This is an optimization exercise on Yosys and OpenROAD, whose aim is small area and a short achievable clock period, not a production implementation. RTL that was checked went through simulation tests only; none was proved equivalent to the original. For runs 4 and 5, only the layout was checked, not whether the RTL still works. Power is estimated from default activity; no workload was simulated.

## flow/config.mk

```make
export PLATFORM = sky130hd
export DESIGN_NAME = BuzzerSubsystem
export DESIGN_NICKNAME = BuzzerSubsystem
export VERILOG_FILES = /design/flow/design.v
export SDC_FILE = /design/flow/constraint.sdc
export NUM_CORES = 4
export LEC_CHECK = 0
export ABC_CLOCK_PERIOD_IN_PS = 3000
export CAP_MARGIN = 20
export CORE_MARGIN = 2
export CORE_UTILIZATION = 60
export GPL_TIMING_DRIVEN = 1
export SETUP_SLACK_MARGIN = 5
export SLEW_MARGIN = 20
export SYNTH_MEMORY_MAX_BITS = 16384
```

## flow/constraint.sdc

```tcl
create_clock -name core_clock -period 10.0 [get_ports {clk}]
set_input_delay 2.0000 -clock core_clock [delete_from_list [all_inputs] [get_ports {clk}]]
set_output_delay 2.0000 -clock core_clock [all_outputs]
set_load 0.01 [all_outputs]
```

## flow/design.v

```verilog
`timescale 1ns/1ns
module BuzzerSubsystem (
    input  logic                        clk,
    input  logic                        RSTn,
    input  logic                        hostCyc,
    input  logic                        hostStb,
    input  logic                        hostWe,
    input  logic [10-1:0]  hostAdr,
    input  logic [32-1:0]      hostDatW,
    output logic [32-1:0]      hostDatR,
    output logic                        hostAck,
    output logic                        pwm
);
    localparam int AW = 6;
    localparam int DW = 32;
    localparam int SW = 8;
    localparam int ND = 64;
    localparam logic [1:0] DMA_IDLE   = 2'd0;
    localparam logic [1:0] DMA_FETCH  = 2'd1;
    localparam logic [1:0] DMA_UNPACK = 2'd2;
    logic                regAck;
    logic                goReg;
    logic [AW-1:0]       startReg;
    logic [AW-1:0]       lenReg;
    logic                hostAckQ;
    logic [DW-1:0]       hostDatQ;
    logic                locked;
    logic                ownerDma;
    logic                lastDma;
    logic                ack;
    logic [ND-1:0][DW-1:0] words;
    logic [1:0]          state;
    logic [AW-1:0]       curAdr;
    logic [AW-1:0]       wordsLeft;
    logic [DW-1:0]       word;
    logic [1:0]          byteIdx;
    logic [SW-1:0]       bufData;
    logic                bufValid;
    logic [SW-1:0]       duty;
    logic [SW-1:0]       cnt;
    logic                running;
    logic                pwmQ;
    assign hostAck  = hostAckQ;
    assign hostDatR = hostDatQ;
    assign pwm      = pwmQ;
    logic       regSel;
    logic [1:0] regOff;
    logic       regAccess;
    logic       hbCyc, hbStb;
    assign regSel    = hostAdr[9];
    assign regOff    = hostAdr[1:0];
    assign regAccess = hostCyc && hostStb && regSel && !regAck;
    assign hbCyc     = hostCyc && !regSel;
    assign hbStb     = hostStb && !regSel;
    logic dmaCyc;
    logic holding;
    logic selDma;
    logic ramCyc, ramStb;
    logic access;
    logic hostWr;
    logic dmaAck;
    assign dmaCyc  = (state == DMA_FETCH);
    assign holding = locked && (ownerDma ? dmaCyc : hbCyc);
    always_comb begin
        if (holding) begin
            selDma = ownerDma;
        end else if (hbCyc && dmaCyc) begin
            selDma = !lastDma;
        end else begin
            selDma = dmaCyc;
        end
    end
    assign ramCyc = selDma ? dmaCyc : hbCyc;
    assign ramStb = selDma ? dmaCyc : hbStb;
    assign access = ramCyc && ramStb && !ack;
    assign hostWr = access && !selDma && hostWe;
    assign dmaAck = ack && ownerDma;
    always_ff @(posedge clk or negedge RSTn) begin
        if (!RSTn) begin
            locked   <= 1'b0;
            ownerDma <= 1'b0;
            lastDma  <= 1'b0;
            ack      <= 1'b0;
            regAck   <= 1'b0;
            hostAckQ <= 1'b0;
        end else begin
            locked   <= ramCyc;
            ownerDma <= selDma;
            if (ack) begin
                lastDma <= selDma;
            end
            ack      <= access;
            regAck   <= regAccess;
            hostAckQ <= regAccess || (access && !selDma);
        end
    end
    logic [AW-1:0] radr;
    logic [ND-1:0] rsel;
    logic [DW-1:0] ramRead;
    assign radr = dmaAck ? curAdr : hostAdr[AW-1:0];
    always_comb begin
        for (int r = 0; r < ND; r++) begin
            rsel[r] = (radr == AW'(r));
        end
    end
    always_comb begin
        ramRead = '0;
        for (int r = 0; r < ND; r++) begin
            ramRead = ramRead | ({DW{rsel[r]}} & words[r]);
        end
    end
    always_ff @(posedge clk) begin
        for (int r = 0; r < ND; r++) begin
            if (hostWr && rsel[r]) begin
                words[r] <= hostDatW;
            end
        end
    end
    logic [DW-1:0] regVal;
    always_comb begin
        regVal = '0;
        case (regOff)
            2'd0: regVal[AW-1:0] = startReg;
            2'd1:   regVal[AW-1:0] = lenReg;
            2'd2:  regVal[0]      = (state != DMA_IDLE);
            default:        regVal         = '0;
        endcase
    end
    always_ff @(posedge clk or negedge RSTn) begin
        if (!RSTn) begin
            goReg    <= 1'b0;
            startReg <= '0;
            lenReg   <= '0;
        end else begin
            goReg <= regAccess && hostWe && (regOff == 2'd2) && hostDatW[0];
            if (regAccess && hostWe && regOff == 2'd0) begin
                startReg <= hostDatW[AW-1:0];
            end
            if (regAccess && hostWe && regOff == 2'd1) begin
                lenReg <= hostDatW[AW-1:0];
            end
        end
    end
    always_ff @(posedge clk) begin
        hostDatQ <= regSel ? regVal : ramRead;
    end
    logic sampleValid, sampleReady, take;
    logic [SW-1:0] sample;
    assign sampleValid = (state == DMA_UNPACK);
    assign sample      = word[SW-1:0];
    assign take        = sampleValid && sampleReady;
    always_ff @(posedge clk or negedge RSTn) begin
        if (!RSTn) begin
            state     <= DMA_IDLE;
            curAdr    <= '0;
            wordsLeft <= '0;
            byteIdx   <= '0;
        end else begin
            case (state)
                DMA_IDLE: begin
                    if (goReg && lenReg != '0) begin
                        curAdr    <= startReg;
                        wordsLeft <= lenReg;
                        state     <= DMA_FETCH;
                    end
                end
                DMA_FETCH: begin
                    if (dmaAck) begin
                        curAdr    <= curAdr + 1'b1;
                        wordsLeft <= wordsLeft - 1'b1;
                        byteIdx   <= '0;
                        state     <= DMA_UNPACK;
                    end
                end
                DMA_UNPACK: begin
                    if (take) begin
                        byteIdx <= byteIdx + 1'b1;
                        if (byteIdx == 2'd3) begin
                            state <= (wordsLeft == '0) ? DMA_IDLE : DMA_FETCH;
                        end
                    end
                end
                default: state <= DMA_IDLE;
            endcase
        end
    end
    always_ff @(posedge clk) begin
        if (state == DMA_FETCH && dmaAck) begin
            word <= ramRead;
        end else if (take) begin
            word <= word >> SW;
        end
    end
    logic periodEnd, newPeriod;
    logic [SW-1:0] dutyNext;
    assign sampleReady = !bufValid;
    assign periodEnd   = running && (cnt == SW'(256 - 1));
    assign newPeriod   = (!running || periodEnd) && (bufValid || take);
    assign dutyNext    = bufValid ? bufData : sample;
    always_ff @(posedge clk or negedge RSTn) begin
        if (!RSTn) begin
            running  <= 1'b0;
            cnt      <= '0;
            bufValid <= 1'b0;
            pwmQ     <= 1'b0;
        end else if (newPeriod) begin
            running  <= 1'b1;
            cnt      <= '0;
            bufValid <= 1'b0;
            pwmQ     <= (dutyNext != '0);
        end else if (periodEnd || !running) begin
            running <= 1'b0;
            pwmQ    <= 1'b0;
        end else begin
            cnt  <= cnt + 1'b1;
            pwmQ <= ((cnt + 1'b1) < duty);
            if (take) begin
                bufValid <= 1'b1;
            end
        end
    end
    always_ff @(posedge clk) begin
        if (newPeriod) begin
            duty <= dutyNext;
        end
        if (take && !newPeriod) begin
            bufData <= sample;
        end
    end
endmodule
```

## flow/run.sh

```bash
#!/bin/bash
# synth_recipe.tcl (not shown) runs the flow's synth.tcl, then flattens the netlist and writes it again
# the make line also repeats each setting of config.mk as NAME=value (left out here)
make -C /OpenROAD-flow-scripts/flow DESIGN_CONFIG=/design/flow/config.mk WORK_HOME=/design/flow/orfs CLKGATE_MAP_FILE= SYNTH_SCRIPT=/design/flow/synth_recipe.tcl finish
```

==> reports/results.tsv, run 1 <==
stage	metric	value	unit
timing	tightest_slew	1.22	ns
grt	grt_first_pass_wirelength	428000	um
grt	grt_max_degree	73	
grt	grt_busiest_layer	met2	
routing	ant_nets	0	
final_layout	multi_input_area	0.0161	mm^2
routing	vias_per_cell	7.92	
worst_setup_path	reg2regPathDepth	10	
cts	cts_num_sinks	2174	
placement	dpl_worst_slack	2.95	ns
floorplanning	die_area	0.137	mm^2
timing	setup_tns	0	ns
synth	synth_top_area_share	78.3	%
timing	rsz0062_at_grt	yes	
timing	finalCritPeriodShare	52.0	%
min_path	hp-class	register to register	
flow_run	max-cap-violations	0	
worst_setup_path	rr_startpoint	ack	
floorplanning	chipHeight	370	um
grt	grt_pass1_vias	48500	
power_and_ir_drop	comb_power_share	11.1	%
floorplanning	placementRows	134	
final_layout	nNetsFinal	4981	
routing	wl_per_cell	47.7	um
worst_setup_path	path_class	input port to register	
cts	clockBufferDepth	3	
cts	cts_htree_levels	4	
synth	synthTopCellsByArea	edfxtp_1, a22oi_1, a221oi_1	
timing	setup_slack	4.80	ns
cts	numCtsBuffers	208	
final_layout	area_growth	15.9	%
worst_setup_path	rr_endpoint	word[2]	
synth	yosysTopAreaCell	edfxtp_1	
min_path	holdPathEnd	bufData[5]	
floorplanning	die_x	370	um
worst_setup_path	arrival	5.89	ns
placement	io_buffers	77	
routing	route.detailed.drc	0	
grt	met3_usage	21.9	%
timing	fmax	0.192	GHz
synth	synth_nets	4630	
synth	syn-cell-area	0.0804	mm^2
synth	synthFlopType	edfxtp_1	
power_and_ir_drop	switchingPower	5.06	mW
power_and_ir_drop	leakagePower	29.8	nW
timing	relSlewSlack	18.6	%
synth	synth-seq-cells	2174	
floorplanning	start_util	60.3	%
floorplanning	pin_count	81	
min_path	hp-start	word[5]	
routing	drt_iter0_markers	12600	
floorplanning	core	0.133	mm^2
power_and_ir_drop	intPower	14.8	mW
synth	async_flop_share	2.12	%
cts	clk-insertion-delay-late	0.87	ns
grt	grt_usage	47.6	%
synth	synth_cell_type_count	72	
synth	synth-edff-count	2096	
power_and_ir_drop	power_density	213	mW/mm^2
worst_setup_path	critPathLaunchType	input port	
grt	grt.overflow.total	0	
final_layout	layout-drive-gt1-share	17.6	%
synth	synth-seq-area-share	80.5	%
synth	synth_area_per_cell	17.6	um^2
cts	cts_tree	done	
worst_setup_path	crit_fanout	72	
placement	dp.final_hpwl	187000	um
final_layout	regArea	0.0647	mm^2
timing	finalCriticalPeriod	5.20	ns
min_path	hold_depth	0	
routing	routed_wl	328000	um
routing	dr_total_vias	54500	
status	status	finished clean	
worst_setup_path	regToRegSetupSlack	4.96	ns
grt	grt_util_met2	65.8	%
timing	drv_slew	0	
cts	cts_root_buf	clkbuf_16	
synth	yosys_warnings	1	
routing	dr.pass1.iters	8	
cts	clkSlewWorstSetupHoldPaths	0.06	ns
cts	holdBufCountCts	0	
power_and_ir_drop	irDropWorstVdd	0.186	mV
synth	syn_inst	4571	
timing	skew	0.0499	ns
grt	antenna_found_initial	27	
worst_setup_path	end_kind	register	
grt	use_met1	61.9	%
final_layout	fillers	8620	
power_and_ir_drop	power_frac_seq	51.6	%
power_and_ir_drop	clkPwrFrac	37.3	%
worst_setup_path	critPathLaunch	hostAdr[3]	
power_and_ir_drop	p_sw_share	25.5	%
timing	setup_viol	0	
placement	gp_congestion	0.951	
worst_setup_path	critPathRequiredTime	10.68	ns
timing	hold_violations	0	
power groups by stage:
stage                     clock network, mW  logic [mW]  registers [mW]
final                                  7.39        2.21            10.2
after global routing                   7.70        2.21            10.2
after global placement                    0        1.86            10.4
after CTS                              7.37        1.96            10.2
after detailed placement                  0        1.87            10.4
after floorplan                           0       0.836            10.4
layout make-up:
type	count	share of cell area, %
clock buffer	281	6.01
multi-input combinational	2099	17.3
inverter	15	0.0604
timing repair buffer	424	4.03
sequential	2174	69.5
antenna	17	0.0457
tap	1768	2.37
clock inverter	96	0.705
per-stage QoR:
step	util, %	std cells	power (mW)	hold WS, ns	area (um^2)
after floorplan	-	4571	11.2	0.422	80600
after global placement	63.9	6392	12.3	0.431	85200
after detailed placement	63.9	6396	12.3	0.434	85200
after CTS	69.2	6810	19.6	0.448	92300
after global routing	69.9	6860	20.2	0.457	93100
final	69.9	6874	19.8	0.447	93200
routing by layer:
layer	share of wire [%]	wire length (um)
met4	7.8	25700
met1	32	106000
met5	0.24	798
met2	41	135000
met3	18	60100
registers in the layout (all words and copies together) (netlist names):
name and cells:
ack 1, bufData 8, bufValid 1, byteIdx 2
cnt 8, curAdr 6, duty 8, goReg 1
hostAckQ 1, hostDatQ 32, lastDma 1, lenReg 6
locked 1, ownerDma 1, pwmQ 1, regAck 1
running 1, startReg 6, state 2, word 32
words 2048, wordsLeft 6
layout by cell type, fill, tap and decap left out, types with 16 or more instances in the layout:
cell                n
a211oi_1           18
a21oi_1            54
a221oi_1          140
a222oi_1           31
a22o_1             88
a22oi_1           650
buf_12             22
buf_2              16
buf_4             303
buf_6              28
clkbuf_1           65
clkbuf_16         212
clkdlybuf4s50_1    41
clkinv_1           49
clkinv_2           29
dfrtp_1            46
dfxtp_1            32
diode_2            17
edfxtp_1         2096
mux2_2             20
nand2_1           126
nand3_1            55
nand4_1            82
nor2_1            143
nor3_2             41
nor3_4             65
nor4_1             17
nor4_2             16
nor4_4             18
o21ai_0            51
o22ai_1           148
o2bb2ai_1          83
timing repair:
action | CTS | global route
gates resized for setup | 93 | 78
setup endpoints to repair | 948 | 243
setup buffers | 33 | 43
pin swaps | 29 | 29
cloned | 4 | 1
critical path, cell delays in order:
cell and delay (ns):
clkdlybuf4s50_1 0.51, nand2b_1 0.24, o21ai_4 0.16, buf_12 0.44, buf_4 0.59, nand2_2 0.37
o22ai_1 0.49, nor4_1 0.11, nand4_1 0.42, nor4_4 0.05, buf_4 0.18, nor2_1 0.08
cell families (layout without fill, tap and decap cells):
logic type | Yosys count | count (layout) | synth area share (%)
AND/OR/NAND/NOR | 685 | 688 | 4.31
XOR/XNOR | 6 | 6 | 0.0654
adder cells (fa/ha/maj) | 12 | 12 | 0.187
multiplexers | 31 | 33 | 0.439
buffers and inverters | 303 | 816 | 1.68
flip-flops | 2174 | 2174 | 80.5
AO/OA/AOI/OAI | 1360 | 1360 | 12.8
other | 0 | 17 | 0
worst max-delay path by stage:
| stage | slack [ns] | end | cells past startpoint |
|---|---|---|---|
| detailed placement | 2.95 | word[22] | 9 |
| floorplan | 4.08 | words[1920] | 6 |
| global placement | 2.98 | word[22] | 9 |
| CTS | 4.78 | word[23] | 11 |
| global route | 4.95 | word[29] | 9 |
| finish | 4.80 | word[28] | 12 |
cell usage after synthesis, types with 5 or more instances:
master,number
a2111oi_0,6
a22oi_1,651
a32oi_1,11
o2bb2ai_1,83
buf_2,92
nor2_1,159
mux2_2,20
a221oi_1,144
a211oi_1,21
o22ai_1,151
nand2b_1,8
buf_4,17
edfxtp_1,2096
a32o_1,5
nand4_1,82
nor4_1,47
dfrtp_1,46
a221o_1,6
clkbuf_1,125
buf_1,50
nand2_1,151
a21oi_1,54
ha_1,12
o21a_1,7
and3_1,5
inv_1,15
nand3_1,56
a222oi_1,31
o21ai_2,7
a22o_1,88
o21ai_1,7
o2111ai_1,6
dfxtp_1,32
or4_1,14
nand4b_1,9
and4_1,9
a2bb2oi_1,7
nor3_2,12
mux2i_1,9
o21ai_0,52
nor2b_1,8
nor3_1,106
==> inputs of run 2 (changes only) <==
==> flow/config.mk (replaced) <==
export PLATFORM = sky130hd
export DESIGN_NAME = BuzzerSubsystem
export DESIGN_NICKNAME = BuzzerSubsystem
export VERILOG_FILES = /design/flow/design.v
export SDC_FILE = /design/flow/constraint.sdc
export NUM_CORES = 4
export LEC_CHECK = 0
export CAP_MARGIN = 20
export CORE_MARGIN = 2
export CORE_UTILIZATION = 40
export SLEW_MARGIN = 20
export SYNTH_MEMORY_MAX_BITS = 16384
==> run 2 against run 1 <==
Synthesized area unchanged; wire length rose by 0.34%; clock power up about 10%; via count decreased by 0.62%; first-iteration DRC count down 9.9%; sequential share of layout area decreased by 0.23 points; count of clock-buffer cells in the layout fell by 12; setup slack lost 1.3 ns; critical endpoint is now word[5]; sequential power about the same; maximum frequency decreased by 20%; combinational power is 9% lower.
==> reports/results.tsv, run 2 <==
stage	metric	value	unit
cts	holdBufCountCts	0	
cts	numCtsBuffers	212	
synth	synth_cell_type_count	72	
grt	grt_max_degree	78	
floorplanning	die_area	0.205	mm^2
placement	dpl_worst_slack	2.84	ns
grt	grt_first_pass_wirelength	432000	um
final_layout	fillers	16800	
floorplanning	chipHeight	452	um
synth	synth-edff-count	2096	
grt	grt.overflow.total	0	
routing	dr_total_vias	54100	
worst_setup_path	critPathLaunchType	input port	
min_path	hp-start	word[6]	
floorplanning	placementRows	164	
cts	ctsResizeCount	0	
routing	route.detailed.drc	0	
final_layout	nNetsFinal	4923	
cts	cts_root_buf	clkbuf_16	
synth	synth_top_family_by_area	compound AO/OA/AOI/OAI gates	
synth	yosys_warnings	1	
synth	synth_compound_area_share	12.8	%
floorplanning	core	0.200	mm^2
synth	synth-seq-area-share	80.5	%
floorplanning	die_x	452	um
worst_setup_path	rr_startpoint	ack	
timing	drv_slew	0	
final_layout	layout_commonest_cell	edfxtp_1	
flow_run	max-cap-violations	0	
routing	wl_met3	57500	um
placement	dp.final_hpwl	189000	um
timing	fmax	0.153	GHz
timing	setup_slack	3.47	ns
synth	yosys.area_share.simple	4.31	%
final_layout	largest_registers	words: 2048 flops, hostDatQ: 32 flops, word: 32 flops	
routing	vias_per_cell	7.00	
routing	drt_iter0_markers	11400	
timing	tightest_slew	1.27	ns
synth	yosysTopAreaCell	edfxtp_1	
cts	cts_num_sinks	2174	
synth	syn-cell-area	0.0804	mm^2
synth	syn_inst	4571	
worst_setup_path	critPathRequiredTime	10.57	ns
routing	wl_met1	111000	um
cts	clkSlewWorstSetupHoldPaths	0.06	ns
power_and_ir_drop	leakagePower	29.1	nW
final_layout	area_growth	16.3	%
final_layout	regArea	0.0647	mm^2
synth	synth_top_area_share	78.3	%
synth	ys_top_cells_by_count	edfxtp_1, a22oi_1, nor2_1, nand2_1, o22ai_1	
min_path	hold_depth	0	
synth	synth_xor_area_share	0.0654	%
placement	gp_congestion	0.932	
final_layout	largest_reg_flops	2048	
synth	synth-seq-cells	2174	
power_and_ir_drop	irDropWorstVdd	0.177	mV
routing	ant_nets	0	
cts	post-cts-setup-buffers	0	
status	status	finished clean	
timing	skew	0.0685	ns
final_layout	layout-drive-gt1-share	16.5	%
synth	synth_fa_ha_area_share	0.187	%
worst_setup_path	arrival	7.10	ns
worst_setup_path	critPathLaunch	hostAdr[0]	
timing	setup_viol	0	
synth	async_flop_share	2.12	%
final_layout	final_cell_mix	edfxtp_1, a22oi_1, buf_4	
worst_setup_path	end_kind	register	
grt	grt_usage	31.4	%
grt	grt_pass1_vias	48500	
timing	setup_tns	0	ns
min_path	hp-class	register to register	
timing	relSlewSlack	15.4	%
floorplanning	start_util	40.2	%
cts	clockBufferDepth	3	
routing	dr_wl_met2	137000	um
routing	routed_wl	329000	um
synth	synth_area_per_cell	17.6	um^2
synth	synthTopCellsByArea	edfxtp_1, a22oi_1, a221oi_1	
floorplanning	pin_count	81	
cts	cts_tree	done	
cts	clk-insertion-delay-late	0.90	ns
synth	synthFlopType	edfxtp_1	
timing	finalCriticalPeriod	6.53	ns
timing	finalCritPeriodShare	65.3	%
cts	cts_htree_levels	4	
final_layout	regMostFlops	words	
final_layout	multi_input_area	0.0153	mm^2
timing	hold_violations	0	
synth	synthMostInstantiatedCell	edfxtp_1	
worst_setup_path	crit_fanout	40	
routing	dr.pass1.iters	9	
synth	synth_nets	4630	
synth	synthMuxAreaShare	0.439	%
power_and_ir_drop	power_density	218	mW/mm^2
routing	top_layer	met5	
grt	antenna_found_initial	29	
worst_setup_path	path_class	input port to register	
timing	rsz0062_at_grt	no	
routing	wl_per_cell	42.6	um
worst_setup_path	reg2regPathDepth	8	
placement	io_buffers	77	
run 2: cell counts after synthesis:
Identical to the previous run, type by type.
run 2: per-layer routing:
| metal | up-vias | track usage, % |
|---|---|---|
| met5 | - | 0.350 |
| met2 | 5666 | 44.2 |
| met4 | 23 | 18.3 |
| met1 | 27300 | 40.2 |
| li1 | 19900 | - |
| met3 | 1286 | 13.4 |
run 2: where the power goes:
| part | leakage, nW | total (mW) | internal [mW] | switching [mW] |
|---|---|---|---|---|
| Sequential | 19.7 | 10.2 | 10.1 | 0.108 |
| Clock | 3.46 | 8.15 | 4.60 | 3.56 |
| Combinational | 5.91 | 2.02 | 0.515 | 1.51 |
run 2: final timing paths:
check	to	slack, ns
worst min register to register	bufData[6]	0.45
max in group asynchronous	ack	8.41
worst min-delay path	bufData[6]	0.45
min in group asynchronous	curAdr[2]	1.17
worst max register to register	word[5]	4.35
worst max-delay path	word[5]	3.47
run 2: layout make-up:
type | instances | area share, %
Antenna cell | 27 | 0.0723
Clock buffer | 269 | 6.05
Clock inverter | 130 | 1.50
Inverter | 15 | 0.0602
Multi-Input combinational cell | 2094 | 16.3
Sequential cell | 2174 | 69.2
Tap cell | 2656 | 3.55
Timing Repair Buffer | 367 | 3.17
run 2: worst max-delay path: stages:
cell and delay (ns):
clkdlybuf4s50_1 0.71, nor2b_1 0.36, mux2_8 0.51, nand2_1 1.01
o22ai_1 0.36, a221oi_1 0.70, nand2_1 0.29, nor4_2 0.88
o21ai_0 0.17
run 2: per-stage QoR:
step	hold WS (ns)	cell area, um^2	util (%)	cells	power [mW]
floorplan	0.422	80400	-	4571	11.2
global placement	0.429	86100	43.1	7302	12.3
detailed placement	0.431	86200	43.1	7304	12.3
CTS	0.450	93300	46.7	7703	20.3
global route	0.469	93400	46.7	7705	20.8
finish	0.452	93500	46.8	7732	20.4
run 2: cells by family after synthesis:
| group | after synthesis |
|---|---|
| AO/OA/AOI/OAI | 1360 |
| XOR/XNOR | 6 |
| adder cells (fa/ha/maj) | 12 |
| buffers and inverters | 303 |
| flip-flops | 2174 |
| multiplexers | 31 |
| AND/OR/NAND/NOR | 685 |
==> inputs of run 3 (changes only) <==
==> flow/flow/run.sh (new file) <==
#!/bin/bash
set -uo pipefail
bash standard.sh synth > synth.log 2>&1 || { tail -20 synth.log; exit 1; }
bash standard.sh SETUP_SLACK_MARGIN=6.8 finish > layout.log 2>&1 || { tail -20 layout.log; exit 1; }
test -f out/final.def
==> flow/standard.sh (new file) <==
#!/bin/bash
# synth_recipe.tcl (not shown) runs the flow's synth.tcl, then flattens the netlist and writes it again
# the make line also repeats each setting of config.mk as NAME=value (left out here)
make -C /OpenROAD-flow-scripts/flow DESIGN_CONFIG=/design/flow/config.mk WORK_HOME=/design/flow/orfs CLKGATE_MAP_FILE= SYNTH_SCRIPT=/design/flow/synth_recipe.tcl "${@:-finish}"
--- a/flow/config.mk
+++ b/flow/config.mk
@@ -7,6 +7,8 @@
 export LEC_CHECK = 0
 export CAP_MARGIN = 20
 export CORE_MARGIN = 2
-export CORE_UTILIZATION = 40
+export CORE_UTILIZATION = 65
+export CTS_BUF_LIST = sky130_fd_sc_hd__clkbuf_4 sky130_fd_sc_hd__clkbuf_8
+export GPL_TIMING_DRIVEN = 1
 export SLEW_MARGIN = 20
 export SYNTH_MEMORY_MAX_BITS = 16384
removed: flow/run.sh
==> run 3 against run 2 <==
The run now fails in global routing; synthesized cell count is the same; synthesized area is the same.
==> reports/results.tsv, run 3 <==
stage	metric	value	unit
cts	clockBufferDepth	4	
placement	dpl_worst_slack	2.84	ns
floorplanning	placementRows	129	
cts	cts_num_sinks	2174	
cts	numCtsBuffers	350	
status	status	stopped before the end	
synth	synth_xor_area_share	0.0654	%
synth	synthFlopType	edfxtp_1	
floorplanning	start_util	65.3	%
placement	place_inst	6237	
cts	cts_root_buf	clkbuf_8	
synth	ys_top_cells_by_count	edfxtp_1, a22oi_1, nor2_1, nand2_1, o22ai_1	
floorplanning	chipHeight	356	um
synth	async_flop_share	2.12	%
synth	synth_area_per_cell	17.6	um^2
placement	dp.final_hpwl	180000	um
synth	synth_top_area_share	78.3	%
cts	cts_htree_levels	5	
grt	grt_usage	75.2	%
synth	synth_top_family_by_area	compound AO/OA/AOI/OAI gates	
floorplanning	pin_count	81	
placement	io_buffers	77	
synth	syn-cell-area	0.0804	mm^2
synth	synthMostInstantiatedCell	edfxtp_1	
synth	synth-seq-cells	2174	
cts	holdBufCountCts	0	
synth	synth_nets	4630	
synth	yosys_warnings	1	
grt	grt.overflow.total	3	
synth	synthMuxAreaShare	0.439	%
status	error_message	[ERROR GRT-0232] Routing congestion too high. Check the congestion heatmap in the GUI.	
grt	grt_max_degree	68	
synth	yosysTopAreaCell	edfxtp_1	
synth	yosys.area_share.simple	4.31	%
synth	synth_cell_type_count	72	
synth	synth_fa_ha_area_share	0.187	%
synth	synth_compound_area_share	12.8	%
synth	synth-seq-area-share	80.5	%
synth	synth-edff-count	2096	
status	haltStage	global routing	
synth	synthTopCellsByArea	edfxtp_1, a22oi_1, a221oi_1	
synth	syn_inst	4571	
placement	gp_congestion	0.950	
floorplanning	die_x	356	um
==> run 3: cell counts after synthesis <==
No cell type changed its count.
==> run 3: power groups by stage <==
stage | clock network [mW] | logic (mW) | registers [mW]
after floorplan | 0 | 0.988 | 10.4
after global placement | 0 | 1.89 | 10.4
after detailed placement | 0 | 1.91 | 10.4
after CTS | 7.17 | 2.86 | 10.2
==> run 3: logic make-up after synthesis <==
family / Yosys count
fa+ha+maj: 12
mux: 31
simple gates: 685
xor+xnor: 6
compound gates: 1360
flops: 2174
buf+inv: 303
==> run 3: metrics by stage <==
step           area (um^2)  hold WS [ns]  utilization, %
2_1_floorplan        82400         0.422               -
3_3_place_gp         85400         0.433            69.4
3_5_place_dp         85500         0.436            69.4
4_1_cts             106000         0.442            86.2
==> run 3: metal layers <==
metal  overflow  global-route usage [%]
met4          2                    67.8
met1          0                    77.7
met3          0                    66.6
met5          0                    51.9
met2          1                    85.1
==> run 3: what timing repair did <==
action,4_1_cts
pin swaps,228
setup endpoints to repair,2179
setup buffers,464
gates resized for setup,1324
gates cloned,167
hold endpoints to repair,0
==> run 3: worst max-delay path by stage <==
stage	startpoint	end	cells past startpoint	slack (ns)
after detailed placement	hostAdr[1]	word[17]	12	2.84
after global placement	hostAdr[0]	word[17]	12	2.90
after floorplan	hostCyc	words[672]	7	5.63
after CTS	hostAdr[0]	word[5]	11	6.16
==> inputs of run 4 (changes only) <==
--- a/flow/design.v
+++ b/flow/design.v
@@ -28,7 +28,11 @@
     logic                ownerDma;
     logic                lastDma;
     logic                ack;
+    logic                dmaRd;
     logic [ND-1:0][DW-1:0] words;
+    logic                wEn;
+    logic [AW-1:0]       wAdr;
+    logic [DW-1:0]       wDat;
     logic [1:0]          state;
     logic [AW-1:0]       curAdr;
     logic [AW-1:0]       wordsLeft;
@@ -81,6 +85,7 @@
             ownerDma <= 1'b0;
             lastDma  <= 1'b0;
             ack      <= 1'b0;
+            dmaRd    <= 1'b0;
             regAck   <= 1'b0;
             hostAckQ <= 1'b0;
         end else begin
@@ -90,6 +95,7 @@
                 lastDma <= selDma;
             end
             ack      <= access;
+            dmaRd    <= access && selDma;
             regAck   <= regAccess;
             hostAckQ <= regAccess || (access && !selDma);
         end
@@ -97,22 +103,32 @@
     logic [AW-1:0] radr;
     logic [ND-1:0] rsel;
     logic [DW-1:0] ramRead;
-    assign radr = dmaAck ? curAdr : hostAdr[AW-1:0];
+    assign radr = dmaRd ? curAdr : hostAdr[AW-1:0];
+    logic [7:0] loSel;
+    logic [7:0] hiSel;
+    logic [7:0][DW-1:0] grp;
+    assign rsel = '0;
     always_comb begin
+        for (int i = 0; i < 8; i++) loSel[i] = (radr[2:0] == 3'(i));
+        for (int i = 0; i < 8; i++) hiSel[i] = (radr[5:3] == 3'(i));
+        for (int g = 0; g < 8; g++) begin
+            grp[g] = '0;
+            for (int i = 0; i < 8; i++) begin
+                grp[g] = grp[g] | ({DW{loSel[i]}} & words[8*g+i]);
+            end
+        end
+        ramRead = '0;
+        for (int g = 0; g < 8; g++) begin
+            ramRead = ramRead | ({DW{hiSel[g]}} & grp[g]);
+        end
+    end
+    always_ff @(posedge clk) begin
+        wEn  <= hostWr;
+        wAdr <= hostAdr[AW-1:0];
+        wDat <= hostDatW;
         for (int r = 0; r < ND; r++) begin
-            rsel[r] = (radr == AW'(r));
-        end
-    end
-    always_comb begin
-        ramRead = '0;
-        for (int r = 0; r < ND; r++) begin
-            ramRead = ramRead | ({DW{rsel[r]}} & words[r]);
-        end
-    end
-    always_ff @(posedge clk) begin
-        for (int r = 0; r < ND; r++) begin
-            if (hostWr && rsel[r]) begin
-                words[r] <= hostDatW;
+            if (wEn && wAdr == AW'(r)) begin
+                words[r] <= wDat;
             end
         end
     end
@@ -185,7 +201,7 @@
         end
     end
     always_ff @(posedge clk) begin
-        if (state == DMA_FETCH && dmaAck) begin
+        if (dmaRd) begin
             word <= ramRead;
         end else if (take) begin
             word <= word >> SW;
==> flow/flow/run.sh (replaced) <==
#!/bin/bash
set -uo pipefail
bash standard.sh synth > synth.log 2>&1 || { tail -20 synth.log; exit 1; }
bash standard.sh SETUP_SLACK_MARGIN=6.0 finish > layout.log 2>&1 || { tail -20 layout.log; exit 1; }
test -f out/final.def
--- a/flow/config.mk
+++ b/flow/config.mk
@@ -7,8 +7,7 @@
 export LEC_CHECK = 0
 export CAP_MARGIN = 20
 export CORE_MARGIN = 2
-export CORE_UTILIZATION = 65
-export CTS_BUF_LIST = sky130_fd_sc_hd__clkbuf_4 sky130_fd_sc_hd__clkbuf_8
+export CORE_UTILIZATION = 55
 export GPL_TIMING_DRIVEN = 1
 export SLEW_MARGIN = 20
 export SYNTH_MEMORY_MAX_BITS = 16384
==> run 4 against run 3 <==
Now clean on timing, DRC and antenna; synthesized cell count is 1.3% higher; synthesized area rose by 2.2%.
==> reports/results.tsv, run 4 <==
stage	metric	value	unit
floorplanning	die_area	0.152	mm^2
cts	cts_root_buf	clkbuf_16	
timing	rsz0062_at_grt	yes	
synth	synthMostInstantiatedCell	edfxtp_1	
timing	hold_violations	0	
synth	yosysTopAreaCell	edfxtp_1	
timing	setup_tns	0	ns
worst_setup_path	regToRegSetupSlack	6.01	ns
worst_setup_path	arrival	4.63	ns
cts	clkSlewWorstSetupHoldPaths	0.06	ns
final_layout	layout_commonest_cell	edfxtp_1	
worst_setup_path	critPathRequiredTime	10.52	ns
final_layout	regArea	0.0656	mm^2
final_layout	area_growth	18.1	%
grt	grt_usage	36.1	%
timing	drv_slew	0	
min_path	hp-class	register to register	
power_and_ir_drop	irDropWorstVdd	0.194	mV
cts	clockBufferDepth	3	
worst_setup_path	end_kind	register	
power_and_ir_drop	leakagePower	29.9	nW
worst_setup_path	rr_endpoint	word[30]	
routing	drt_iter0_markers	7670	
routing	wl_per_cell	39.6	um
grt	grt_max_degree	92	
floorplanning	placementRows	141	
floorplanning	pin_count	81	
synth	synth_top_area_share	76.6	%
worst_setup_path	critPathLaunch	hostAdr[0]	
final_layout	largest_reg_flops	2048	
floorplanning	core	0.148	mm^2
grt	grt.overflow.total	0	
routing	ant_nets	0	
routing	vias_per_cell	7.24	
timing	relSlewSlack	27.4	%
cts	numCtsBuffers	214	
cts	clk-insertion-delay-late	0.84	ns
worst_setup_path	crit_path_end	word[28]	
worst_setup_path	critPathLaunchType	input port	
floorplanning	start_util	55.5	%
synth	synth_nets	4687	
synth	synth_cell_type_count	75	
grt	grt_pass1_vias	47900	
grt	antenna_found_initial	12	
worst_setup_path	reg2regPathDepth	8	
synth	synthTopCellsByArea	edfxtp_1, a22oi_1, a221oi_1	
synth	synth-edff-count	2096	
routing	route.detailed.drc	0	
synth	syn-cell-area	0.0821	mm^2
synth	async_flop_share	2.12	%
power_and_ir_drop	power_density	223	mW/mm^2
cts	holdBufCountCts	0	
synth	synth-seq-area-share	79.8	%
placement	dp.final_hpwl	130000	um
status	status	finished clean	
final_layout	design_area	0.0970	mm^2
final_layout	final_cell_mix	edfxtp_1, a22oi_1, a221oi_1	
routing	dr.pass1.iters	7	
cts	cts_num_sinks	2214	
worst_setup_path	path_class	input port to register	
worst_setup_path	rr_startpoint	dmaRd	
cts	cts_htree_levels	4	
timing	skew	0.0332	ns
timing	setup_viol	0	
worst_setup_path	crit_fanout	30	
synth	ys_top_cells_by_count	edfxtp_1, a22oi_1, a221oi_1, clkbuf_1, nor3_1	
final_layout	fillers	10100	
floorplanning	die_x	390	um
synth	synthFlopType	edfxtp_1	
timing	tightest_slew	1.09	ns
final_layout	multi_input_area	0.0177	mm^2
timing	finalCritPeriodShare	41.0	%
flow_run	max-cap-violations	0	
floorplanning	chipHeight	390	um
synth	synth_area_per_cell	17.7	um^2
placement	io_buffers	77	
placement	gp_congestion	0.881	
min_path	hp-start	regAck	
grt	grt_first_pass_wirelength	380000	um
synth	syn_inst	4629	
final_layout	regMostFlops	words	
synth	yosys_warnings	1	
routing	routed_wl	278000	um
final_layout	layout-drive-gt1-share	20.3	%
timing	fmax	0.244	GHz
synth	synth-seq-cells	2214	
cts	cts_tree	done	
final_layout	nNetsFinal	4960	
timing	finalCriticalPeriod	4.10	ns
routing	dr_total_vias	50800	
placement	placed_area	0.0861	mm^2
run 4: cell count changes after synthesis, moves of 87 or more:
| cell | change |
|---|---|
| clkbuf_1 | +95 |
| o22ai_1 | -134 |
| a22o_1 | -87 |
| a221oi_1 | +263 |
| a22oi_1 | -174 |
| a41oi_1 | +138 |
run 4: cell type report:
| cell class | instances | share of cell area [%] |
|---|---|---|
| Tap cell | 1930 | 2.49 |
| Antenna cell | 6 | 0.0155 |
| Clock buffer | 305 | 6.10 |
| Inverter | 25 | 0.110 |
| Clock inverter | 88 | 0.802 |
| Multi-Input combinational cell | 2068 | 18.3 |
| Sequential cell | 2214 | 67.7 |
| Timing Repair Buffer | 379 | 4.57 |
run 4: worst max-delay path: stages:
cell	delay, ns
buf_2	0.22
buf_12	0.18
nand4bb_1	0.29
nand2_8	0.26
buf_16	0.30
a222oi_1	0.46
a21oi_2	0.23
a2111oi_4	0.40
a31oi_2	0.26
run 4: through the flow:
stage               utilization, %  setup WS, ns  power [mW]  instances  hold WS [ns]
finish                        65.5          5.90        21.7       7015         0.468
global route                  65.5          5.94        22.1       7009         0.480
CTS                           65.0          5.93        21.5       6969         0.454
detailed placement            58.2          3.20        13.3       6454         0.445
global placement              58.1          3.28        13.2       6452         0.437
floorplan                        -          5.97        12.1       4629         0.413
run 4: how the worst min path moves through the flow:
| stage | endpoint | slack [ns] | cells after the start |
|---|---|---|---|
| floorplan | regAck | 0.41 | 1 |
| global placement | regAck | 0.44 | 1 |
| detailed placement | regAck | 0.45 | 1 |
| CTS | regAck | 0.45 | 1 |
| global route | regAck | 0.48 | 1 |
| finish | regAck | 0.47 | 1 |
run 4: timing repair:
action                                 CTS  global route
resized for setup                      321            61
pin swaps                               60            19
setup endpoints to repair               76            64
endpoints found under the hold margin    0             0
gates cloned                            38             4
setup buffers                           84            36
run 4: per-layer routing:
metal  vias up  share of wire [%]  track usage [%]
met5         -             0.0054                0
met4         2                4.9             16.2
met3       688                 12             8.75
met2      3676                 45             54.9
met1     26200                 37             49.8
li1      20300                  -                -
run 4: cell families after synthesis:
group / count (synthesis) / synth area share [%]
adder cells (fa/ha/maj): 11 / 0.168
buffers and inverters: 362 / 1.89
multiplexers: 142 / 1.91
XOR/XNOR: 6 / 0.0640
AND/OR/NAND/NOR: 582 / 3.56
AO/OA/AOI/OAI: 1312 / 12.6
flip-flops: 2214 / 79.8
run 4: power by group:
part | switching (mW) | internal, mW | total [mW]
Sequential | 0.198 | 10.3 | 10.5
Clock | 3.40 | 4.41 | 7.80
Combinational | 2.22 | 1.15 | 3.38
==> inputs of run 5 (changes only) <==
==> flow/flow/run.sh (replaced) <==
#!/bin/bash
set -uo pipefail
bash standard.sh synth > synth.log 2>&1 || { tail -20 synth.log; exit 1; }
bash standard.sh SETUP_SLACK_MARGIN=6.6 finish > layout.log 2>&1 || { tail -20 layout.log; exit 1; }
test -f out/final.def
==> run 5 against run 4 <==
Still clean on timing, DRC and antenna; wire length increased by 13%; synthesized cell count unchanged; first-iteration DRC count increased by 20%; largest cell class unchanged; largest power group unchanged.
==> reports/results.tsv, run 5 <==
stage	metric	value	unit
cts	cts_num_sinks	2214	
floorplanning	pin_count	81	
synth	async_flop_share	2.12	%
final_layout	design_area	0.106	mm^2
power_and_ir_drop	intPower	16.6	mW
grt	grt_first_pass_wirelength	419000	um
timing	relSlewSlack	24.9	%
synth	yosys_warnings	1	
final_layout	fillers	8893	
timing	drv_slew	0	
final_layout	final_cell_mix	edfxtp_1, a22oi_1, buf_4	
timing	finalCriticalPeriod	3.97	ns
placement	io_buffers	77	
routing	drt_iter0_markers	9189	
synth	synth_cell_type_count	75	
floorplanning	start_util	55.5	%
timing	skew	0.0294	ns
routing	dr.pass1.iters	7	
final_layout	layout_commonest_cell	edfxtp_1	
synth	synth-seq-cells	2214	
synth	synthMostInstantiatedCell	edfxtp_1	
power_and_ir_drop	switchingPower	6.65	mW
worst_setup_path	crit_fanout	38	
cts	clk-insertion-delay-late	0.84	ns
timing	setup_tns	0	ns
synth	synth_top_area_share	76.6	%
grt	grt_max_degree	65	
final_layout	layoutNonFillerInstCount	7315	
routing	routed_wl	314000	um
placement	place_inst	6455	
worst_setup_path	critPathRequiredTime	10.64	ns
floorplanning	core	0.148	mm^2
cts	cts_htree_levels	4	
cts	holdBufCountCts	0	
worst_setup_path	arrival	4.62	ns
routing	ant_nets	0	
grt	grt.overflow.total	0	
min_path	hp-class	register to register	
cts	clkSlewWorstSetupHoldPaths	0.06	ns
synth	synth-seq-area-share	79.8	%
routing	dr_total_vias	54300	
final_layout	post-route-util	71.6	%
cts	cts_tree	done	
worst_setup_path	end_kind	register	
synth	synthFlopType	edfxtp_1	
final_layout	area_growth	29.0	%
final_layout	regMostFlops	words	
flow_run	max-cap-violations	0	
synth	synth_nets	4687	
floorplanning	chipHeight	390	um
synth	synth_xor_area_share	0.0640	%
grt	antenna_found_initial	12	
cts	cts_root_buf	clkbuf_16	
placement	dp.final_hpwl	131000	um
power_and_ir_drop	comb_power_share	20.3	%
floorplanning	die_x	390	um
timing	fmax	0.252	GHz
routing	dr_wl_met2	141000	um
final_layout	multi_input_area	0.0219	mm^2
timing	rsz0062_at_grt	yes	
synth	synth_fa_ha_area_share	0.168	%
timing	finalCritPeriodShare	39.7	%
synth	synth_compound_area_share	12.6	%
worst_setup_path	path_class	input port to register	
grt	grt_usage	40.4	%
placement	gp_congestion	0.872	
synth	synth_area_per_cell	17.7	um^2
routing	wl_met1	110000	um
final_layout	largest_reg_flops	2048	
synth	yosys.area_share.simple	3.56	%
placement	dpl_worst_slack	3.43	ns
timing	holdWs	0.447	ns
power_and_ir_drop	irDropWorstVdd	0.180	mV
power_and_ir_drop	power_density	220	mW/mm^2
routing	route.detailed.drc	0	
synth	yosysTopAreaCell	edfxtp_1	
timing	setup_slack	6.03	ns
timing	tightest_slew	1.13	ns
timing	setup_viol	0	
cts	clockBufferDepth	3	
power_and_ir_drop	p_sw_share	28.6	%
routing	wl_per_cell	42.9	um
placement	placed_area	0.0872	mm^2
routing	wl_met3	42500	um
synth	synthMuxAreaShare	1.91	%
floorplanning	placementRows	141	
floorplanning	die_area	0.152	mm^2
status	status	finished clean	
synth	syn-cell-area	0.0821	mm^2
synth	syn_inst	4629	
power_and_ir_drop	p_total	23.3	mW
timing	hold_violations	0	
synth	synthTopCellsByArea	edfxtp_1, a22oi_1, a221oi_1	
worst_setup_path	critPathLaunchType	input port	
routing	top_layer	met5	
power_and_ir_drop	leakagePower	33.2	nW
final_layout	nNetsFinal	5248	
power_and_ir_drop	power_frac_seq	45.2	%
power_and_ir_drop	clkPwrFrac	34.4	%
cts	numCtsBuffers	216	
final_layout	regArea	0.0657	mm^2
synth	ys_top_cells_by_count	edfxtp_1, a22oi_1, a221oi_1, clkbuf_1, nor3_1	
synth	synth-edff-count	2096	
routing	vias_per_cell	7.42	
synth	synth_top_family_by_area	compound AO/OA/AOI/OAI gates	
final_layout	layout-drive-gt1-share	35.9	%
grt	grt_pass1_vias	50500	
## run 5: final cells by class
class	count	area share [%]
Multi-Input combinational cell	2073	20.7
Tap cell	1930	2.28
Sequential cell	2214	61.9
Inverter	25	0.111
Clock buffer	297	5.60
Clock inverter	113	0.930
Antenna cell	3	0.00708
Timing Repair Buffer	660	8.43
## run 5: what timing repair did
item / 4_1_cts / 5_1_grt
gates cloned: 108 / 6
buffers inserted: 269 / 64
pin swaps: 271 / 148
gates resized for setup: 982 / 237
endpoints found under the setup margin: 111 / 76
## run 5: metal layers
layer / GRT usage (%) / vias up
met5: 0 / -
met4: 22.0 / 8
met3: 10.8 / 949
met2: 60.8 / 4514
met1: 54.1 / 27900
li1: - / 21000
## run 5: worst max-delay path, cell delays in order
cell and delay (ns):
buf_12 0.10, buf_16 0.12, or3_4 0.27, nand2_8 0.17, buf_16 0.22, a221o_1 0.41
a221o_1 0.39, a2111oi_4 0.46, buf_4 0.19, a31oi_4 0.11
## run 5: power by group through the flow
stage / sequential [mW] / clock, mW / combinational (mW)
floorplan: 10.6 / 0 / 1.67
global placement: 10.7 / 0 / 2.66
detailed placement: 10.7 / 0 / 2.68
CTS: 10.5 / 8.01 / 4.23
global route: 10.5 / 8.39 / 4.76
finish: 10.5 / 8.02 / 4.73
## run 5: final timing paths
path | from | depth (start not counted) | slack (ns) | end
worst max register to register | dmaRd | 8 | 6.22 | hostDatQ[30]
worst min register to register | regAck | 1 | 0.45 | regAck
max in group asynchronous | RSTn | 1 | 8.36 | dmaRd
min in group asynchronous | RSTn | 1 | 1.18 | regAck
worst max-delay path | hostAdr[1] | 10 | 6.03 | hostDatQ[30]
worst min-delay path | regAck | 1 | 0.45 | regAck
## run 5: cell families after synthesis
kind of cell | Yosys count
DFF | 2214
AOI/OAI and AO/OA | 1312
and+or+nand+nor | 582
buffers and inverters | 362
muxes | 142
adders and majority gates | 11
xor gates and xnor gates | 6
==> inputs of run 6 (changes only) <==
--- a/flow/design.v
+++ b/flow/design.v
@@ -23,7 +23,6 @@
     logic [AW-1:0]       startReg;
     logic [AW-1:0]       lenReg;
     logic                hostAckQ;
-    logic [DW-1:0]       hostDatQ;
     logic                locked;
     logic                ownerDma;
     logic                lastDma;
@@ -45,7 +44,6 @@
     logic                running;
     logic                pwmQ;
     assign hostAck  = hostAckQ;
-    assign hostDatR = hostDatQ;
     assign pwm      = pwmQ;
     logic       regSel;
     logic [1:0] regOff;
@@ -101,25 +99,21 @@
         end
     end
     logic [AW-1:0] radr;
-    logic [ND-1:0] rsel;
-    logic [DW-1:0] ramRead;
+    logic [7:0]    s0;
+    logic [3:0]    s1;
+    logic [3:0][DW-1:0] gLo, gHi;
+    logic [DW-1:0] rdLo, rdHi;
     assign radr = dmaRd ? curAdr : hostAdr[AW-1:0];
-    logic [7:0] loSel;
-    logic [7:0] hiSel;
-    logic [7:0][DW-1:0] grp;
-    assign rsel = '0;
-    always_comb begin
-        for (int i = 0; i < 8; i++) loSel[i] = (radr[2:0] == 3'(i));
-        for (int i = 0; i < 8; i++) hiSel[i] = (radr[5:3] == 3'(i));
-        for (int g = 0; g < 8; g++) begin
-            grp[g] = '0;
-            for (int i = 0; i < 8; i++) begin
-                grp[g] = grp[g] | ({DW{loSel[i]}} & words[8*g+i]);
-            end
-        end
-        ramRead = '0;
-        for (int g = 0; g < 8; g++) begin
-            ramRead = ramRead | ({DW{hiSel[g]}} & grp[g]);
+    assign s0 = '0;
+    assign s1 = '0;
+    assign gLo = '0;
+    assign gHi = '0;
+    always_comb begin
+        rdLo = '0;
+        rdHi = '0;
+        for (int i = 0; i < 32; i++) begin
+            rdLo = rdLo | ({DW{radr[4:0] == 5'(i)}} & words[i]);
+            rdHi = rdHi | ({DW{radr[4:0] == 5'(i)}} & words[32+i]);
         end
     end
     always_ff @(posedge clk) begin
@@ -132,14 +126,13 @@
             end
         end
     end
-    logic [DW-1:0] regVal;
-    always_comb begin
-        regVal = '0;
+    logic [AW-1:0] regVal;
+    always_comb begin
         case (regOff)
-            2'd0: regVal[AW-1:0] = startReg;
-            2'd1:   regVal[AW-1:0] = lenReg;
-            2'd2:  regVal[0]      = (state != DMA_IDLE);
-            default:        regVal         = '0;
+            2'd0: regVal = startReg;
+            2'd1:   regVal = lenReg;
+            2'd2:  regVal = AW'(state != DMA_IDLE);
+            default:        regVal = '0;
         endcase
     end
     always_ff @(posedge clk or negedge RSTn) begin
@@ -157,14 +150,41 @@
             end
         end
     end
-    always_ff @(posedge clk) begin
-        hostDatQ <= regSel ? regVal : ramRead;
+    logic [DW-1:0] ramLo, ramHi;
+    logic          ramHiQ;
+    logic          hostLoQ, hostHiQ;
+    logic [AW-1:0] regDatQ;
+    always_ff @(posedge clk) begin
+        ramLo   <= rdLo;
+        ramHi   <= rdHi;
+        ramHiQ  <= radr[AW-1];
+        hostLoQ <= !regSel && !hostAdr[AW-1];
+        hostHiQ <= !regSel && hostAdr[AW-1];
+        regDatQ <= regSel ? regVal : '0;
+    end
+    always_comb begin
+        hostDatR = ({DW{hostLoQ}} & ramLo) | ({DW{hostHiQ}} & ramHi);
+        hostDatR[AW-1:0] = hostDatR[AW-1:0] | regDatQ;
     end
     logic sampleValid, sampleReady, take;
     logic [SW-1:0] sample;
+    logic          firstQ;
+    logic [DW-1:0] fetched;
+    assign fetched     = ramHiQ ? ramHi : ramLo;
     assign sampleValid = (state == DMA_UNPACK);
-    assign sample      = word[SW-1:0];
     assign take        = sampleValid && sampleReady;
+    always_comb begin
+        if (firstQ) begin
+            sample = fetched[SW-1:0];
+        end else begin
+            case (byteIdx)
+                2'd0: sample = word[SW-1:0];
+                2'd1: sample = word[2*SW-1:SW];
+                2'd2: sample = word[3*SW-1:2*SW];
+                default: sample = word[4*SW-1:3*SW];
+            endcase
+        end
+    end
     always_ff @(posedge clk or negedge RSTn) begin
         if (!RSTn) begin
             state     <= DMA_IDLE;
@@ -181,7 +201,7 @@
                     end
                 end
                 DMA_FETCH: begin
-                    if (dmaAck) begin
+                    if (dmaRd) begin
                         curAdr    <= curAdr + 1'b1;
                         wordsLeft <= wordsLeft - 1'b1;
                         byteIdx   <= '0;
@@ -201,10 +221,9 @@
         end
     end
     always_ff @(posedge clk) begin
-        if (dmaRd) begin
-            word <= ramRead;
-        end else if (take) begin
-            word <= word >> SW;
+        firstQ <= dmaRd;
+        if (firstQ) begin
+            word <= fetched;
         end
     end
     logic periodEnd, newPeriod;
==> flow/flow/run.sh (replaced) <==
#!/bin/bash
set -uo pipefail
bash standard.sh synth > synth.log 2>&1 || { tail -20 synth.log; exit 1; }
bash standard.sh SETUP_SLACK_MARGIN=6.0 finish > layout.log 2>&1 || { tail -20 layout.log; exit 1; }
test -f out/final.def
--- a/flow/config.mk
+++ b/flow/config.mk
@@ -8,6 +8,8 @@
 export CAP_MARGIN = 20
 export CORE_MARGIN = 2
 export CORE_UTILIZATION = 55
+export CTS_CLUSTER_DIAMETER = 100
+export CTS_CLUSTER_SIZE = 30
 export GPL_TIMING_DRIVEN = 1
 export SLEW_MARGIN = 20
 export SYNTH_MEMORY_MAX_BITS = 16384
==> run 6 against run 5 <==
Wire length fell by 10%; setup slack got worse by 0.077 ns; total power fell by 24%; still clean on timing, DRC and antenna; hold slack improved by 0.034 ns; largest cell class unchanged; clock skew fell by 0.0034 ns.
==> reports/results.tsv, run 6 <==
stage	metric	value	unit
synth	syn-cell-area	0.0816	mm^2
timing	hold_violations	0	
floorplanning	pin_count	81	
final_layout	layout_commonest_cell	edfxtp_1	
cts	clk-insertion-delay-late	0.76	ns
synth	async_flop_share	2.08	%
routing	routed_wl	281000	um
floorplanning	start_util	55.3	%
status	status	finished clean	
placement	dp.final_hpwl	128000	um
synth	synth-seq-area-share	81.4	%
grt	grt_usage	36.6	%
floorplanning	core	0.147	mm^2
flow_run	max-cap-violations	0	
routing	vias_per_cell	7.23	
grt	grt.overflow.total	0	
worst_setup_path	arrival	4.74	ns
min_path	hold_depth	2	
worst_setup_path	path_class	input port to register	
worst_setup_path	critPathLaunchType	input port	
worst_setup_path	crit_fanout	29	
grt	grt_max_degree	65	
final_layout	area_growth	9.59	%
grt	grt_first_pass_wirelength	375000	um
cts	clkSlewWorstSetupHoldPaths	0.12	ns
placement	io_buffers	77	
routing	dr.pass1.iters	6	
power_and_ir_drop	irDropWorstVdd	0.135	mV
timing	tightest_slew	1.43	ns
min_path	hp-class	register to register	
synth	synthTopCellsByArea	edfxtp_1, a22oi_1, dfxtp_1	
cts	cts_tree	done	
placement	place_inst	6352	
placement	gp_congestion	0.915	
final_layout	largest_reg_flops	2048	
final_layout	layoutNonFillerInstCount	6623	
final_layout	final_cell_mix	edfxtp_1, a22oi_1, nand4_1	
power_and_ir_drop	p_total	17.8	mW
grt	grt_pass1_vias	43700	
routing	drt_iter0_markers	8669	
cts	numCtsBuffers	85	
final_layout	layout-drive-gt1-share	12.7	%
timing	finalCritPeriodShare	40.5	%
synth	synth-seq-cells	2256	
timing	skew	0.0260	ns
floorplanning	die_x	389	um
synth	synth_area_per_cell	18.2	um^2
worst_setup_path	critPathRequiredTime	10.69	ns
timing	fmax	0.247	GHz
placement	dpl_worst_slack	3.75	ns
worst_setup_path	end_kind	register	
power_and_ir_drop	power_density	199	mW/mm^2
cts	cts_htree_levels	3	
timing	setup_slack	5.95	ns
floorplanning	chipHeight	389	um
synth	yosysTopAreaCell	edfxtp_1	
routing	route.detailed.drc	0	
routing	ant_nets	0	
synth	synthFlopType	edfxtp_1	
floorplanning	die_area	0.151	mm^2
timing	setup_tns	0	ns
synth	synthMostInstantiatedCell	edfxtp_1	
cts	clockBufferDepth	3	
timing	relSlewSlack	4.86	%
floorplanning	placementRows	141	
final_layout	nNetsFinal	4679	
worst_setup_path	reg2regPathDepth	8	
grt	antenna_found_initial	11	
synth	ys_top_cells_by_count	edfxtp_1, a22oi_1, nand4_1, nor2_1, buf_2	
power_and_ir_drop	leakagePower	27.6	nW
timing	setup_viol	0	
synth	synth_cell_type_count	76	
timing	holdWs	0.481	ns
synth	syn_inst	4482	
synth	synth_nets	4544	
cts	cts_root_buf	clkbuf_16	
cts	cts_num_sinks	2256	
timing	finalCriticalPeriod	4.05	ns
synth	synth_top_area_share	77.2	%
final_layout	regMostFlops	words	
synth	synth-edff-count	2096	
routing	dr_total_vias	47900	
routing	wl_per_cell	42.5	um
cts	holdBufCountCts	0	
final_layout	fillers	10600	
timing	drv_slew	0	
timing	rsz0062_at_grt	yes	
synth	yosys_warnings	1	
==> run 6: logic make-up (layout without fill, tap and decap cells) <==
logic type | after synthesis | after routing | share of synthesized area [%]
muxes | 54 | 54 | 0.736
xor gates and xnor gates | 6 | 6 | 0.0644
adders and majority gates | 15 | 15 | 0.230
AOI/OAI and AO/OA | 1186 | 1209 | 11.2
buffers and inverters | 282 | 466 | 1.87
other | 0 | 4 | 0
and+or+nand+nor | 683 | 683 | 4.55
DFF | 2256 | 2256 | 81.4
==> run 6: power breakdown <==
group          internal [mW]  leakage, nW  switching (mW)  total, mW
logic                  0.758         5.97            1.38       2.14
registers               10.6         20.4           0.528       11.1
clock network           1.72         1.21            2.77       4.49
==> run 6: worst paths after layout <==
| kind | startpoint | end | slack [ns] |
|---|---|---|---|
| hold / removal | words[1363] | ramHi[19] | 0.48 |
| setup / recovery | hostAdr[1] | ramLo[31] | 5.95 |
| max in group asynchronous | RSTn | cnt[6] | 8.28 |
| setup reg to reg | dmaRd | ramLo[4] | 6.08 |
| min in group asynchronous | RSTn | wordsLeft[0] | 1.25 |
| hold reg to reg | words[1363] | ramHi[19] | 0.48 |
==> run 6: final cells by class <==
type / instances / area, um^2 / share of cell area, %
Clock buffer: 154 / 2470 / 2.76
Clock inverter: 5 / 68.8 / 0.0770
Tap cell: 1930 / 2410 / 2.70
Sequential cell: 2256 / 66500 / 74.4
Antenna cell: 4 / 10.0 / 0.0112
Inverter: 18 / 67.6 / 0.0756
Multi-Input combinational cell: 1967 / 15000 / 16.8
Timing Repair Buffer: 289 / 2860 / 3.20
==> run 6: timing repair <==
item                                    4_1_cts  5_1_grt
gates resized for setup                     218       44
cloned                                       28        1
pin swaps                                    26       16
buffers inserted                             72        5
endpoints found under the setup margin       96       44
==> run 6: routing by layer <==
layer,GRT usage (%),vias to the layer above,share of wire [%]
met5,0,-,0.045
met4,15.8,12,5.1
met3,9.06,561,14
met2,55.0,3735,44
met1,51.5,24800,37
li1,-,18800,-
==> run 6: through the flow <==
stage	instance area (um^2)	util, %
CTS	89200	60.5
floorplan	81600	-
detailed placement	85000	57.7
global placement	85000	57.6
global route	89400	60.6
finish	89400	60.6
==> run 6: worst max-delay path, stage by stage <==
cell      delay [ns]
buf_2           0.44
nor4bb_4        0.30
buf_4           0.26
o22a_4          0.58
buf_6           0.47
a22oi_1         0.11
and4_1          0.25
nand4_1         0.13
or3_1           0.14
==> inputs of run 7 (changes only) <==
==> flow/flow/run.sh (replaced) <==
#!/bin/bash
set -uo pipefail
bash standard.sh synth > synth.log 2>&1 || { tail -20 synth.log; exit 1; }
bash standard.sh SETUP_SLACK_MARGIN=6.4 finish > layout.log 2>&1 || { tail -20 layout.log; exit 1; }
test -f out/final.def
==> run 7 against run 6 <==
Final area increased by 3.3%; die area unchanged; combinational power increased by 12%; critical path type is now register to output pin; clock power about the same; largest cell class unchanged.
==> reports/results.tsv, run 7 <==
stage	metric	value	unit
routing	wl_per_cell	44.9	um
power_and_ir_drop	power_density	196	mW/mm^2
routing	route.detailed.drc	0	
cts	clockBufferDepth	3	
power_and_ir_drop	switchingPower	4.88	mW
synth	synth_nets	4544	
synth	syn-cell-area	0.0816	mm^2
power_and_ir_drop	comb_power_share	13.2	%
placement	placed_area	0.0852	mm^2
floorplanning	placementRows	141	
synth	yosysTopAreaCell	edfxtp_1	
timing	fmax	0.256	GHz
timing	setup_viol	0	
grt	antenna_found_initial	18	
final_layout	layout_commonest_cell	edfxtp_1	
final_layout	nNetsFinal	4835	
routing	dr_total_vias	50000	
floorplanning	die_area	0.151	mm^2
synth	synth-seq-area-share	81.4	%
placement	io_buffers	77	
final_layout	largest_reg_flops	2048	
worst_setup_path	rr_endpoint	ramLo[9]	
worst_setup_path	rr_startpoint	dmaRd	
cts	cts_htree_levels	3	
cts	cts_root_buf	clkbuf_16	
floorplanning	pin_count	81	
power_and_ir_drop	irDropWorstVdd	0.150	mV
timing	tightest_slew	1.29	ns
cts	clk-insertion-delay-late	0.75	ns
routing	routed_wl	305000	um
flow_run	max-cap-violations	0	
timing	rsz0062_at_grt	yes	
placement	dp.final_hpwl	128000	um
synth	syn_inst	4482	
grt	grt_usage	39.1	%
synth	synthFlopType	edfxtp_1	
worst_setup_path	end_kind	output pin	
power_and_ir_drop	clkPwrFrac	24.9	%
cts	holdBufCountCts	0	
timing	drv_slew	0	
floorplanning	die_x	389	um
final_layout	design_area	0.0923	mm^2
power_and_ir_drop	intPower	13.2	mW
min_path	hp-start	words[1796]	
min_path	hold_depth	2	
min_path	hp-class	register to register	
cts	numCtsBuffers	85	
min_path	holdPathEnd	ramHi[4]	
synth	synth-edff-count	2096	
timing	relSlewSlack	13.8	%
grt	grt_first_pass_wirelength	397000	um
power_and_ir_drop	power_frac_seq	61.9	%
grt	grt_pass1_vias	44900	
synth	yosys_warnings	1	
synth	synth-seq-cells	2256	
final_layout	regMostFlops	words	
cts	cts_tree	done	
cts	cts_num_sinks	2256	
floorplanning	core	0.147	mm^2
timing	finalCritPeriodShare	39.0	%
timing	setup_tns	0	ns
cts	clkSlewWorstSetupHoldPaths	0.12	ns
floorplanning	chipHeight	389	um
synth	synth_area_per_cell	18.2	um^2
worst_setup_path	critPathLaunchType	register	
status	status	finished clean	
synth	async_flop_share	2.08	%
power_and_ir_drop	p_sw_share	27.0	%
timing	skew	0.0283	ns
final_layout	area_growth	13.2	%
worst_setup_path	reg2regPathDepth	9	
synth	synthTopCellsByArea	edfxtp_1, a22oi_1, dfxtp_1	
synth	ys_top_cells_by_count	edfxtp_1, a22oi_1, nand4_1, nor2_1, buf_2	
placement	gp_congestion	0.902	
routing	drt_iter0_markers	9777	
floorplanning	start_util	55.3	%
routing	ant_nets	0	
worst_setup_path	path_class	register to output pin	
worst_setup_path	critPathRequiredTime	8.00	ns
worst_setup_path	crit_fanout	5	
worst_setup_path	regToRegSetupSlack	6.28	ns
grt	grt_max_degree	65	
synth	synthMostInstantiatedCell	edfxtp_1	
final_layout	layout-drive-gt1-share	17.2	%
synth	synth_top_area_share	77.2	%
routing	dr.pass1.iters	7	
grt	grt.overflow.total	0	
routing	vias_per_cell	7.37	
power_and_ir_drop	leakagePower	29.0	nW
timing	hold_violations	0	
synth	synth_cell_type_count	76	
final_layout	final_cell_mix	edfxtp_1, a22oi_1, buf_4	
worst_setup_path	arrival	1.90	ns
timing	finalCriticalPeriod	3.90	ns
-- run 7: cell counts after synthesis --
Identical to the previous run, type by type.
-- run 7: worst max-delay path: stages (launching register included) --
cell       delay (ns)
dfxtp_4          0.43
bufbuf_16        0.29
a22o_4           0.29
buf_6            0.13
-- run 7: per-stage QoR --
stage | total power [mW] | hold WS (ns) | utilization (%) | setup WS, ns | cells
floorplan | 12.1 | 0.430 | - | 6.28 | 4482
global placement | 13.1 | 0.459 | 57.8 | 3.93 | 6357
detailed placement | 13.2 | 0.458 | 57.8 | 3.94 | 6358
CTS | 17.8 | 0.481 | 61.8 | 6.10 | 6707
global route | 18.4 | 0.505 | 62.6 | 6.11 | 6770
finish | 18.1 | 0.483 | 62.6 | 6.10 | 6781
-- run 7: how the worst max path moves through the flow --
| stage | startpoint | endpoint | slack [ns] | cells past startpoint |
|---|---|---|---|---|
| 6_report | hostLoQ | hostDatR[15] | 6.10 | 3 |
| 5_1_grt | hostLoQ | hostDatR[25] | 6.11 | 4 |
| 4_1_cts | hostLoQ | hostDatR[29] | 6.10 | 3 |
| 3_5_place_dp | hostAdr[2] | ramHi[13] | 3.94 | 8 |
| 3_3_place_gp | hostAdr[2] | ramLo[18] | 3.93 | 8 |
| 2_1_floorplan | hostAdr[4] | ramHi[3] | 6.28 | 11 |
-- run 7: power groups by stage --
| stage | clock network, mW | registers (mW) | logic (mW) |
|---|---|---|---|
| floorplan | 0 | 11.0 | 1.14 |
| detailed placement | 0 | 11.3 | 1.84 |
| finish | 4.50 | 11.2 | 2.39 |
| global route | 4.78 | 11.2 | 2.45 |
| global placement | 0 | 11.3 | 1.82 |
| CTS | 4.48 | 11.1 | 2.21 |
-- run 7: metal layers --
layer	track usage [%]	up-vias	share of wire [%]
met4	19.7	8	6.0
li1	-	19200	-
met2	57.2	4438	44
met1	53.5	25600	35
met3	12.1	728	16
met5	0	-	0.018
-- run 7: cell families (layout without fill, tap and decap cells) --
group,after synthesis,in the layout,synth area share (%)
xor gates and xnor gates,6,6,0.0644
adders and majority gates,15,15,0.230
muxes,54,54,0.736
DFF,2256,2256,81.4
and+or+nand+nor,683,683,4.55
other,0,11,0
buffers and inverters,282,619,1.87
AOI/OAI and AO/OA,1186,1207,11.2
-- run 7: final cells by class --
type	count	area [um^2]
Clock inverter	7	77.6
Inverter	18	67.6
Sequential cell	2256	66500
Clock buffer	147	2400
Tap cell	1930	2410
Antenna cell	11	27.5
Multi-Input combinational cell	1965	15400
Fill cell	10300	55200
Timing Repair Buffer	447	5460
-- run 7: timing repair --
item / 4_1_cts / 5_1_grt
setup buffers: 143 / 51
setup endpoints to repair: 98 / 91
gates resized for setup: 396 / 85
gates cloned: 52 / 11
pin swaps: 60 / 46

[port drivers added, routing unchanged]
The flow's constraints put no driver on any port. The routed layouts listed below were extracted and timed again, unchanged, in two steps.
Step 1: set_driving_cell puts a clkbuf_16 on clk and a buf_2 on each other input, an assumption about the parent block.
Step 2 adds t to the input delays and takes it off the output delays; t is the mean of the earliest and latest rising clock arrival at the registers after step 1. Input paths then give back, and output paths get back, about the clock's delay inside the block.
Three values: ideal ports, drivers, drivers and shift; two values: the first two.
run	t (ns)	setup slack, ns	worst hold slack (ns)	worst setup path at the end
run 1	0.924	4.796 / 4.835 / 3.911	0.447 / 0.447 / 0.447	input to register
run 2	0.953	3.470 / 3.527 / 2.574	0.452 / 0.452 / 0.452	input to register
run 4	0.909	5.899 / 5.952 / 5.043	0.468 / 0.468 / 0.468	input to register
run 5	0.911	6.027 / 6.036 / 5.125	0.447 / 0.447 / 0.447	input to register
run 6	0.832	5.950 / 5.900 / 5.184	0.481 / 0.481 / 0.481	input to register
run 7	0.829	6.096 / 6.006 / 5.541	0.483 / 0.483 / 0.483	input to register
After both steps setup and hold are still met in every run listed. For run 5, which loses most, drivers alone change the setup slack by +0.009 ns; drivers and shift together by -0.902 ns.
